Source: an optimization exercise on an open RTL-to-GDS flow (aim: small area, a short achievable clock period and few clock cycles per item). Production flows keep margins and buffers that such runs may drop. RTL that was checked went through simulation tests only; none was proved equivalent to the original.

== north ==
==> module hsl_to_rgb_converter_unit, before the edit <==
module hsl_to_rgb_converter_unit #(
  parameter int FRACTION_BITS = hslrgb_pkg::FRACTION_BITS
) (
  input  logic             clk,
  input  logic             rst_n,
  input  logic             in_valid,
  output logic             in_stall,
  input  hslrgb_pkg::hsl_t in_data,
  output logic             out_valid,
  input  logic             out_stall,
  output hslrgb_pkg::rgb_t out_data
);
  logic       en;
  logic [3:0] vld_r;
  assign en       = !(vld_r[3] && out_stall);
  assign in_stall = !en;
  always_ff @(posedge clk) begin
    if (!rst_n) begin
      vld_r <= '0;
    end else if (en) begin
      vld_r <= {vld_r[2:0], in_valid};
    end
  end
  logic [11:0] lp, lmin;
  logic        inc, lhi;
  logic [12:0] m3a, m3b, m3c, m3s, m3y, m3;
  logic [6:0]  hh;
  logic [7:0]  hlo, klo;
  logic [2:0]  sect;
  logic [3:0]  r, khi;
  logic        hsat, lo_zero, lo_any;
  logic [11:0] k;
  always_comb begin
    lhi = in_data.lightness[12] | in_data.lightness[11];
    inc = in_data.lightness[11];
    lp  = inc ? ~in_data.lightness[11:0] : in_data.lightness[11:0];
    m3a = 13'(lp);
    m3b = {lp, inc};
    m3c = {11'd0, inc, 1'b0};
    m3s = m3a ^ m3b ^ m3c;
    m3y = {((m3a[11:0] & m3b[11:0]) | (m3a[11:0] & m3c[11:0]) | (m3b[11:0] & m3c[11:0])), 1'b0};
    if (in_data.lightness[12]) begin
      lmin = '0;
      m3   = '0;
    end else begin
      lmin = lp + 12'(inc);
      m3   = m3s + m3y;
    end
    hh      = in_data.hue[14:8];
    hlo     = in_data.hue[7:0];
    hsat    = hh >= 7'd90;
    sect    = hsat ? 3'd5 : 3'(hh / 7'd15);
    r       = 4'(hh % 7'd15);
    lo_zero = hlo == 8'd0;
    lo_any  = 1'b0;
    for (int i = 0; i < 8; i++) begin
      klo[i] = hlo[i] ^ (sect[0] & lo_any);
      lo_any = lo_any | hlo[i];
    end
    khi = sect[0] ? 4'd14 - r + 4'(lo_zero) : r;
    k   = hsat ? 12'd0 : {khi, klo};
  end
  logic [11:0] s0_m_r, s0_k_r;
  logic [5:0]  s0_s1_r, s0_s2_r, s0_s3_r;
  logic [12:0] s0_m3_r;
  logic        s0_sfull_r, s0_lhi_r;
  logic [2:0]  s0_sect_r;
  logic [11:0] cmul;
  logic [12:0] c, lig;
  hslrgb_mul_c u_mul_c (
    .x_i    (s0_m_r),
    .x3_i   (s0_m3_r),
    .s1_i   (s0_s1_r),
    .s2_i   (s0_s2_r),
    .s3_i   (s0_s3_r),
    .prod_o (cmul)
  );
  logic [6:0] k_one, k_two;
  logic [5:0] k_neg;
  hslrgb_booth u_booth (
    .y_i   (s0_k_r),
    .one_o (k_one),
    .two_o (k_two),
    .neg_o (k_neg)
  );
  always_comb begin
    c   = s0_sfull_r ? {s0_m_r, 1'b0} : {1'b0, cmul};
    lig = s0_lhi_r ? (13'd4096 - 13'(s0_m_r)) : 13'(s0_m_r);
  end
  logic [12:0] s1_c_r, s1_l_r;
  logic [6:0]  s1_one_r, s1_two_r;
  logic [5:0]  s1_neg_r;
  logic [2:0]  s1_sect_r;
  logic [15:0] q;
  logic [12:0] m0, peak;
  hslrgb_mul_x u_mul_x (
    .x_i    (s1_c_r),
    .one_i  (s1_one_r),
    .two_i  (s1_two_r),
    .neg_i  (s1_neg_r),
    .prod_o (q)
  );
  always_comb begin
    m0   = s1_l_r - (s1_c_r >> 1);
    peak = s1_l_r + (s1_c_r >> 1) + 13'(s1_c_r[0]);
  end
  logic [15:0] s2_q_r;
  logic [12:0] s2_m_r, s2_p_r;
  logic [2:0]  s2_sect_r;
  logic [12:0] xm;
  logic [12:0] s3_x_r, s3_m_r, s3_p_r;
  logic [2:0]  s3_sect_r;
  hslrgb_div u_div (
    .q_i   (s2_q_r),
    .add_i (s2_m_r),
    .sum_o (xm)
  );
  always_comb begin
    case (s3_sect_r)
      3'd0:    out_data = {s3_p_r, s3_x_r, s3_m_r};
      3'd1:    out_data = {s3_x_r, s3_p_r, s3_m_r};
      3'd2:    out_data = {s3_m_r, s3_p_r, s3_x_r};
      3'd3:    out_data = {s3_m_r, s3_x_r, s3_p_r};
      3'd4:    out_data = {s3_x_r, s3_m_r, s3_p_r};
      default: out_data = {s3_p_r, s3_m_r, s3_x_r};
    endcase
  end
  always_ff @(posedge clk) begin
    if (en) begin
      s0_m_r     <= lmin;
      s0_m3_r    <= m3;
      s0_lhi_r   <= lhi;
      for (int i = 0; i < 6; i++) begin
        s0_s1_r[i] <= ~in_data.saturation[2*i+1] &  in_data.saturation[2*i];
        s0_s2_r[i] <=  in_data.saturation[2*i+1] & ~in_data.saturation[2*i];
        s0_s3_r[i] <=  in_data.saturation[2*i+1] &  in_data.saturation[2*i];
      end
      s0_sfull_r <= in_data.saturation[12];
      s0_k_r     <= k;
      s0_sect_r  <= sect;
      s1_c_r     <= c;
      s1_l_r     <= lig;
      s1_one_r   <= k_one;
      s1_two_r   <= k_two;
      s1_neg_r   <= k_neg;
      s1_sect_r  <= s0_sect_r;
      s2_q_r     <= q;
      s2_m_r     <= m0;
      s2_p_r     <= peak;
      s2_sect_r  <= s1_sect_r;
      s3_x_r     <= xm;
      s3_m_r     <= s2_m_r;
      s3_p_r     <= s2_p_r;
      s3_sect_r  <= s2_sect_r;
    end
  end
  assign out_valid = vld_r[3];
endmodule
clock: 7.0 ns
lec_check: 0
cap_margin: 20
core_margin: 2
core_utilization: 40
place_density: 0.6
setup_slack_margin: 2.0
slew_margin: 20
standard.sh (not shown) runs the stock make flow with config.mk's settings and CLKGATE_MAP_FILE= SYNTH_SCRIPT=/design/flow/synth_recipe.tcl, a recipe that flattens the netlist after the stock synthesis.
==> flow/flow/run.sh <==
#!/bin/bash
# The standard layout (the standard.sh: ORFS synthesis to finish) with two
# changes that keep the design and its registers as the standard synthesis
# makes them:
#  - after synthesis, flow/invopt.py removes inverters around full adders
#    (a full adder of inverted inputs gives inverted outputs), a purely
#    combinational rewrite of the netlist;
#  - the port buffers use the smallest plain buffer instead of the delay
#    buffer buffer_ports picks by default. Every port is still buffered.
set -euo pipefail
RES=orfs/results/${FLOW_PLATFORM:-sky130hd}/hsl_to_rgb_converter_unit/base
bash standard.sh synth > standard_synth.log 2>&1
cp $RES/1_2_yosys.v yosys_netlist_orig.v
if python3 flow/invopt.py yosys_netlist_orig.v yosys_netlist_opt.v > invopt.log 2>&1; then
  cp yosys_netlist_opt.v $RES/1_2_yosys.v
  rm -f $RES/1_synth.odb $RES/1_synth.sdc
fi
bash standard.sh "BUFFER_PORTS_ARGS=-buffer_cell sky130_fd_sc_hd__buf_1" finish > standard_flow.log 2>&1
Other scripts of this flow, unchanged in this note and not shown: flow/flow/invopt.py
The following lists how south was set up differently from north:
--- a/flow/design.v
+++ b/flow/design.v
@@ -1528,42 +1528,34 @@
     end
   end
-  logic [11:0] lp, lmin;
-  logic        inc, lhi;
-  logic [12:0] m3a, m3b, m3c, m3s, m3y, m3;
+  logic [11:0] lmin;
+  logic        lhi;
   logic [6:0]  hh;
-  logic [7:0]  hlo, klo;
+  logic [7:0]  hlo;
   logic [2:0]  sect;
-  logic [3:0]  r, khi;
-  logic        hsat, lo_zero, lo_any;
+  logic [3:0]  frac_hi;
   logic [11:0] k;
   always_comb begin
     lhi = in_data.lightness[12] | in_data.lightness[11];
-    inc = in_data.lightness[11];
-    lp  = inc ? ~in_data.lightness[11:0] : in_data.lightness[11:0];
-    m3a = 13'(lp);
-    m3b = {lp, inc};
-    m3c = {11'd0, inc, 1'b0};
-    m3s = m3a ^ m3b ^ m3c;
-    m3y = {((m3a[11:0] & m3b[11:0]) | (m3a[11:0] & m3c[11:0]) | (m3b[11:0] & m3c[11:0])), 1'b0};
-    if (in_data.lightness[12]) begin
+    if (in_data.lightness[12])
       lmin = '0;
-      m3   = '0;
+    else if (in_data.lightness[11])
+      lmin = 12'd0 - in_data.lightness[11:0];
+    else
+      lmin = in_data.lightness[11:0];
+    hh  = in_data.hue[14:8];
+    hlo = in_data.hue[7:0];
+    if (hh >= 7'd90) begin
+      sect    = 3'd5;
+      frac_hi = 4'd0;
     end else begin
-      lmin = lp + 12'(inc);
-      m3   = m3s + m3y;
+      sect    = 3'(hh / 7'd15);
+      frac_hi = 4'(hh % 7'd15);
     end
-    hh      = in_data.hue[14:8];
-    hlo     = in_data.hue[7:0];
-    hsat    = hh >= 7'd90;
-    sect    = hsat ? 3'd5 : 3'(hh / 7'd15);
-    r       = 4'(hh % 7'd15);
-    lo_zero = hlo == 8'd0;
-    lo_any  = 1'b0;
-    for (int i = 0; i < 8; i++) begin
-      klo[i] = hlo[i] ^ (sect[0] & lo_any);
-      lo_any = lo_any | hlo[i];
-    end
-    khi = sect[0] ? 4'd14 - r + 4'(lo_zero) : r;
-    k   = hsat ? 12'd0 : {khi, klo};
+    if (hh >= 7'd90)
+      k = '0;
+    else if (sect[0])
+      k = {4'd14 - frac_hi, ~hlo} + 12'd1;    
+    else
+      k = {frac_hi, hlo};                     
   end
   logic [11:0] s0_m_r, s0_k_r;
@@ -1635,5 +1627,5 @@
     if (en) begin
       s0_m_r     <= lmin;
-      s0_m3_r    <= m3;
+      s0_m3_r    <= 13'(lmin) + {lmin, 1'b0};
       s0_lhi_r   <= lhi;
       for (int i = 0; i < 6; i++) begin
## What came out
Timing, DRC, antenna: 0 failures across north and south
north -> south: number of setup buffers added after CTS increased by more than a quarter
Looking at wire length per cell across north and south, the one that comes out higher is north.
north → south: fraction of layout instances using a drive strength above 1 has decreased.
Of south and north, it is south that has the lower logic depth of the worst register-to-register path.
On final cell count, the higher figure sits with north, not south.
Testbench counts of south, summed over its fixed seeds: cycles 8,032, items 8,000.
No functional check of the RTL was part of north.

-- re-timing with driven ports --
The flow's constraints put no driver on any port. The routed layouts listed below were extracted and timed again, unchanged, in two steps.
Step 1 assumes that a clkbuf_16 drives the clock port and a buf_2 every other input.
Step 2 moves the port delays by t, midway between the first and last clock arrival at a register: inputs arrive t later, outputs are due t later. That takes back most of the time a late clock gives input paths.
a / b / c = ideal / step 1 / step 2; a / b = the first two.
| run | shift t [ns] | setup WS [ns] | worst hold slack (ns) | worst setup path after step 2 | cell pins on the clock port's net |
|---|---|---|---|---|---|
| north | 0.516 | 2.100 / 2.100 / 1.896 | 0.422 / 0.422 / 0.422 | input to register | 1 |
| south | 0.517 | 2.122 / 2.122 / 1.886 | 0.416 / 0.416 / 0.416 | input to register | 1 |
After both steps every run listed still meets setup and hold. The setup slack of south, which loses most, moves by 0.000 ns with the drivers and by -0.236 ns with both steps.
